Background: an optimization exercise with open tools, aiming at a short achievable clock period and few clock cycles per item. Do not read the settings as production practice.
The RTL was checked by simulation tests, not by an equivalence proof against the original design.
The flow treats the clock pin as an ideal source. Dropping or thinning the clock tree relies on that and would not hold on a real chip.

==> inputs of run a <==
## hub75_output
module hub75_output (
   input  logic                     clk_in,
   input  logic                     rst_in,
   input  pov_pkg::column_pair_t    column_data,
   input  logic [($clog2(32))-1:0]   address_data,
   input  logic                     tvalid,
   output logic                     tready,
   output logic                     tlast,
   output pov_pkg::rgb_bits_t       rgb0,
   output pov_pkg::rgb_bits_t       rgb1,
   output logic                     led_clk,
   output logic                     led_latch,
   output logic                     led_blank,
   output logic [($clog2(32))-1:0]   hub75_address
);
clock: 5.0 ns
lec_check: 0
cap_margin: 20
core_area: 2 2 288 288
die_area: 0 0 290 290
place_density: 0.8
setup_slack_margin: 3.5
slew_margin: 20
standard.sh (not shown) runs the stock make flow with config.mk's settings and CLKGATE_MAP_FILE= SYNTH_SCRIPT=/design/flow/synth_recipe.tcl, a recipe that flattens the netlist after the stock synthesis.
==> flow/flow/run.sh <==
#!/bin/bash
# Standard ORFS layout (standard.sh) with two changes:
#  - pins placed one routing track apart instead of two, so the die can be smaller;
#  - the clock tree is built by flow/manual_cts.tcl (a two-level tree of clkbuf_16)
#    instead of TritonCTS.
# Full tool output goes to standard.log; ORFS's per-step logs are under orfs/logs.
bash standard.sh 'PLACE_PINS_ARGS=-min_distance 1 -min_distance_in_tracks' "PRE_CTS_TCL=$PWD/flow/manual_cts.tcl" finish > standard.log 2>&1
==> flow/flow/manual_cts.tcl <==
# Two-level clock tree built by hand, in place of TritonCTS.
#   clk_in -> MID_N clkbuf_16 (one per group of leaf buffers)
#          -> leaf clkbuf_16 (one per cluster of about LEAF_SIZE flops)
#          -> flip-flop clock pins
# Every flop sees the same number of buffers; clusters come from k-means
# on the placed flop positions, each buffer sits at its loads' centroid.

set leaf_size 16
set mid_n 4
set leaf_cap [expr {int($leaf_size * 1.3)}]
set buf_master_name sky130_fd_sc_hd__clkinv_16
set leaf_master_name sky130_fd_sc_hd__clkinv_8

set db [ord::get_db]
set block [ord::get_db_block]
set master [$db findMaster $buf_master_name]
set leaf_master [$db findMaster $leaf_master_name]
set clk_net [$block findNet clk_in]

proc iterm_xy {it} {
  set bb [[$it getInst] getBBox]
  return [list [expr {([$bb xMin] + [$bb xMax]) / 2.0}] [expr {([$bb yMin] + [$bb yMax]) / 2.0}]]
}

# k-means; pts is a list of {x y}; returns the cluster index of each point
proc kmeans {pts k iters} {
  set n [llength $pts]
  # seed with points spread along the sorted order
  set order [lsort -real -index 0 [lmap p $pts {set p}]]
  set cx {}
  set cy {}
  for {set i 0} {$i < $k} {incr i} {
    set p [lindex $order [expr {int(($i + 0.5) * $n / $k)}]]
    lappend cx [lindex $p 0]
    lappend cy [lindex $p 1]
  }
  # better seeding: grid over the bounding box
  set xs [lmap p $pts {lindex $p 0}]
  set ys [lmap p $pts {lindex $p 1}]
  set x0 [tcl::mathfunc::min {*}$xs]
  set x1 [tcl::mathfunc::max {*}$xs]
  set y0 [tcl::mathfunc::min {*}$ys]
  set y1 [tcl::mathfunc::max {*}$ys]
  set g [expr {int(ceil(sqrt($k)))}]
  set cx {}
  set cy {}
  for {set i 0} {$i < $k} {incr i} {
    set gx [expr {$i % $g}]
    set gy [expr {$i / $g}]
    set rows [expr {int(ceil(double($k) / $g))}]
    lappend cx [expr {$x0 + ($gx + 0.5) * ($x1 - $x0) / $g}]
    lappend cy [expr {$y0 + ($gy + 0.5) * ($y1 - $y0) / $rows}]
  }
  set assign [lrepeat $n 0]
  for {set it 0} {$it < $iters} {incr it} {
    set assign {}
    foreach p $pts {
      set px [lindex $p 0]
      set py [lindex $p 1]
      set best 0
      set bd 1e30
      for {set c 0} {$c < $k} {incr c} {
        set dx [expr {$px - [lindex $cx $c]}]
        set dy [expr {$py - [lindex $cy $c]}]
        set d [expr {$dx * $dx + $dy * $dy}]
        if {$d < $bd} {
          set bd $d
          set best $c
        }
      }
      lappend assign $best
    }
    set sx [lrepeat $k 0.0]
    set sy [lrepeat $k 0.0]
    set sn [lrepeat $k 0]
    foreach p $pts a $assign {
      lset sx $a [expr {[lindex $sx $a] + [lindex $p 0]}]
      lset sy $a [expr {[lindex $sy $a] + [lindex $p 1]}]
      lset sn $a [expr {[lindex $sn $a] + 1}]
    }
    for {set c 0} {$c < $k} {incr c} {
      if {[lindex $sn $c] > 0} {
        lset cx $c [expr {[lindex $sx $c] / [lindex $sn $c]}]
        lset cy $c [expr {[lindex $sy $c] / [lindex $sn $c]}]
      }
    }
  }
  return [list $assign $cx $cy]
}

proc out_iterm {inst} {
  foreach it [$inst getITerms] {
    if {[$it isOutputSignal]} { return $it }
  }
  error "no output pin on [$inst getName]"
}

proc place_at {inst x y} {
  set m [$inst getMaster]
  set w [$m getWidth]
  set h [$m getHeight]
  $inst setLocation [expr {int($x - $w / 2)}] [expr {int($y - $h / 2)}]
  $inst setPlacementStatus PLACED
}

# sinks: every clock pin on clk_in
set sinks {}
foreach it [$clk_net getITerms] {
  if {[$it isInputSignal] || [[$it getMTerm] getSigType] == "CLOCK" || 1} {
    lappend sinks $it
  }
}
set n_sinks [llength $sinks]
set n_leaf [expr {int(ceil(double($n_sinks) / $leaf_size))}]
puts "manual CTS: $n_sinks sinks, $n_leaf leaf buffers, $mid_n mid buffers"

set pts [lmap it $sinks {iterm_xy $it}]
lassign [kmeans $pts $n_leaf 30] assign lcx lcy

# split any cluster over leaf_cap in two, until none is
set changed 1
while {$changed} {
  set changed 0
  set cnt [lrepeat $n_leaf 0]
  foreach a $assign { lset cnt $a [expr {[lindex $cnt $a] + 1}] }
  for {set c 0} {$c < $n_leaf} {incr c} {
    if {[lindex $cnt $c] > $leaf_cap} {
      set idx {}
      set sub {}
      set i 0
      foreach p $pts a $assign {
        if {$a == $c} { lappend idx $i; lappend sub $p }
        incr i
      }
      lassign [kmeans $sub 2 20] sa scx scy
      lset lcx $c [lindex $scx 0]
      lset lcy $c [lindex $scy 0]
      lappend lcx [lindex $scx 1]
      lappend lcy [lindex $scy 1]
      foreach i $idx a $sa {
        if {$a == 1} { lset assign $i $n_leaf }
      }
      incr n_leaf
      set changed 1
      break
    }
  }
}
# drop empty clusters
set cnt [lrepeat $n_leaf 0]
foreach a $assign { lset cnt $a [expr {[lindex $cnt $a] + 1}] }
set remap {}
set ncx {}
set ncy {}
set k 0
for {set c 0} {$c < $n_leaf} {incr c} {
  if {[lindex $cnt $c] > 0} {
    lappend remap $k
    lappend ncx [lindex $lcx $c]
    lappend ncy [lindex $lcy $c]
    incr k
  } else {
    lappend remap -1
  }
}
set assign [lmap a $assign {lindex $remap $a}]
set lcx $ncx
set lcy $ncy
set n_leaf $k

# leaf buffers
set leaf_insts {}
for {set c 0} {$c < $n_leaf} {incr c} {
  set inst [odb::dbInst_create $block $leaf_master "clkbuf_leaf_m$c"]
  set net [odb::dbNet_create $block "clknet_leaf_m$c"]
  $net setSigType CLOCK
  [out_iterm $inst] connect $net
  place_at $inst [lindex $lcx $c] [lindex $lcy $c]
  lappend leaf_insts $inst
  set leaf_net($c) $net
  set leaf_cnt($c) 0
}
foreach it $sinks a $assign {
  $it disconnect
  $it connect $leaf_net($a)
  incr leaf_cnt($a)
}
set sizes {}
for {set c 0} {$c < $n_leaf} {incr c} { lappend sizes $leaf_cnt($c) }
puts "manual CTS: leaf cluster sizes $sizes"

# mid buffers over the leaf buffers
set lpts {}
for {set c 0} {$c < $n_leaf} {incr c} { lappend lpts [list [lindex $lcx $c] [lindex $lcy $c]] }
lassign [kmeans $lpts $mid_n 30] massign mcx mcy
for {set m 0} {$m < $mid_n} {incr m} {
  set inst [odb::dbInst_create $block $master "clkbuf_mid_m$m"]
  set net [odb::dbNet_create $block "clknet_mid_m$m"]
  $net setSigType CLOCK
  [out_iterm $inst] connect $net
  [$inst findITerm A] connect $clk_net
  place_at $inst [lindex $mcx $m] [lindex $mcy $m]
  set mid_net($m) $net
  set mid_cnt($m) 0
}
foreach inst $leaf_insts a $massign {
  [$inst findITerm A] connect $mid_net($a)
  incr mid_cnt($a)
}
set sizes {}
for {set m 0} {$m < $mid_n} {incr m} { lappend sizes $mid_cnt($m) }
puts "manual CTS: mid group sizes $sizes"

set_propagated_clock [all_clocks]

# the tree is built: the flow's own CTS call becomes a no-op
proc clock_tree_synthesis {args} {
  puts "manual CTS: clock_tree_synthesis $args skipped"
}

# the flow would next clone clock inverters onto every register; the
# tree's inverters are meant to be shared, so that step is skipped too
proc repair_clock_inverters {args} {
  puts "manual CTS: repair_clock_inverters skipped"
}
==> run b: changes against run a <==
--- a/flow/flow/manual_cts.tcl
+++ b/flow/flow/manual_cts.tcl
@@ -5,11 +5,11 @@
 # Every flop sees the same number of buffers; clusters come from k-means
 # on the placed flop positions, each buffer sits at its loads' centroid.
 
-set leaf_size 16
+set leaf_size 40
 set mid_n 4
 set leaf_cap [expr {int($leaf_size * 1.3)}]
 set buf_master_name sky130_fd_sc_hd__clkinv_16
-set leaf_master_name sky130_fd_sc_hd__clkinv_8
+set leaf_master_name sky130_fd_sc_hd__clkinv_16
 
 set db [ord::get_db]
 set block [ord::get_db_block]
@@ -217,9 +217,3 @@
 proc clock_tree_synthesis {args} {
   puts "manual CTS: clock_tree_synthesis $args skipped"
 }
-
-# the flow would next clone clock inverters onto every register; the
-# tree's inverters are meant to be shared, so that step is skipped too
-proc repair_clock_inverters {args} {
-  puts "manual CTS: repair_clock_inverters skipped"
-}
==> comparison <==
Area after synthesis is the same in run a and run b. Synthesized cell count is the same in run b and run a. Run a produced a clean layout. Run b never finished: it broke off in clock tree synthesis (4_1_cts) with DPL-0038.
==> figures <==
item                                                                                  run b        run a
Outcome                                                                      did not finish  timing/DRC/antenna clean
Last stage reached                                           clock tree synthesis (4_1_cts)            -
Effective utilization at floorplan                                                    0.475        0.475
Primary flip-flop cell chosen by synthesis mapping                                  dfxtp_1      dfxtp_1
Number of standard-cell rows in the floorplan                                           104          104
Setup WS pre-CTS                                                                    2.48 ns      2.48 ns
Fraction of synthesized area in multiplexers                                          0.336        0.336
Yosys top cell area share                                                             0.621        0.621
Xor-xnor portion of the synthesized cell area                                       0.00182      0.00182
Number of placed I/O pins                                                              1176         1176
Cell area after placement                                                       51100 sq um  51100 sq um
Cell area after technology mapping                                              38400 sq um  38400 sq um
Post-Syn Nets                                                                          3776         3776
Synth area leader                                                                   dfxtp_1      dfxtp_1
Number of enable flip-flop cells after synthesis                                          5            5
Number of flip-flops and latches in the synthesized netlist                            1197         1197
Testbench counts of run a, summed over its fixed seeds: cycles 62,488, items 320.
Testbench counts of run b, summed over its fixed seeds: cycles 62,488, items 320.
The clock cells of run a come from the design's own scripts or RTL, not from TritonCTS.

port drivers added, routing unchanged:
The flow's constraints put no driver on any port. The routed layout listed below was extracted and timed again, unchanged, in two steps.
Step 1 (the two cells are an assumption about what drives the block):
set clk [get_ports {clk_in}]
set_driving_cell -lib_cell sky130_fd_sc_hd__clkbuf_16 $clk
set_driving_cell -lib_cell sky130_fd_sc_hd__buf_2 [delete_from_list [all_inputs] $clk]
Step 2, shift: input delay + t, output delay - t, t = (earliest + latest rising clock arrival at the registers) / 2. This alone moves slack from input paths to output paths.
a / b / c = no drivers / after step 1 / after step 2; a / b = the first two.
run: run a
t, ns: 0.701
setup slack, ns: 3.010 / 2.737 / 3.004
clock arrival spread, ns: 0.176 / 0.177
worst data-port slew with drivers (ns): 0.19
After both steps setup and hold are still met in run a. The setup slack of run a moves by -0.273 ns with the drivers and by -0.006 ns with both steps.
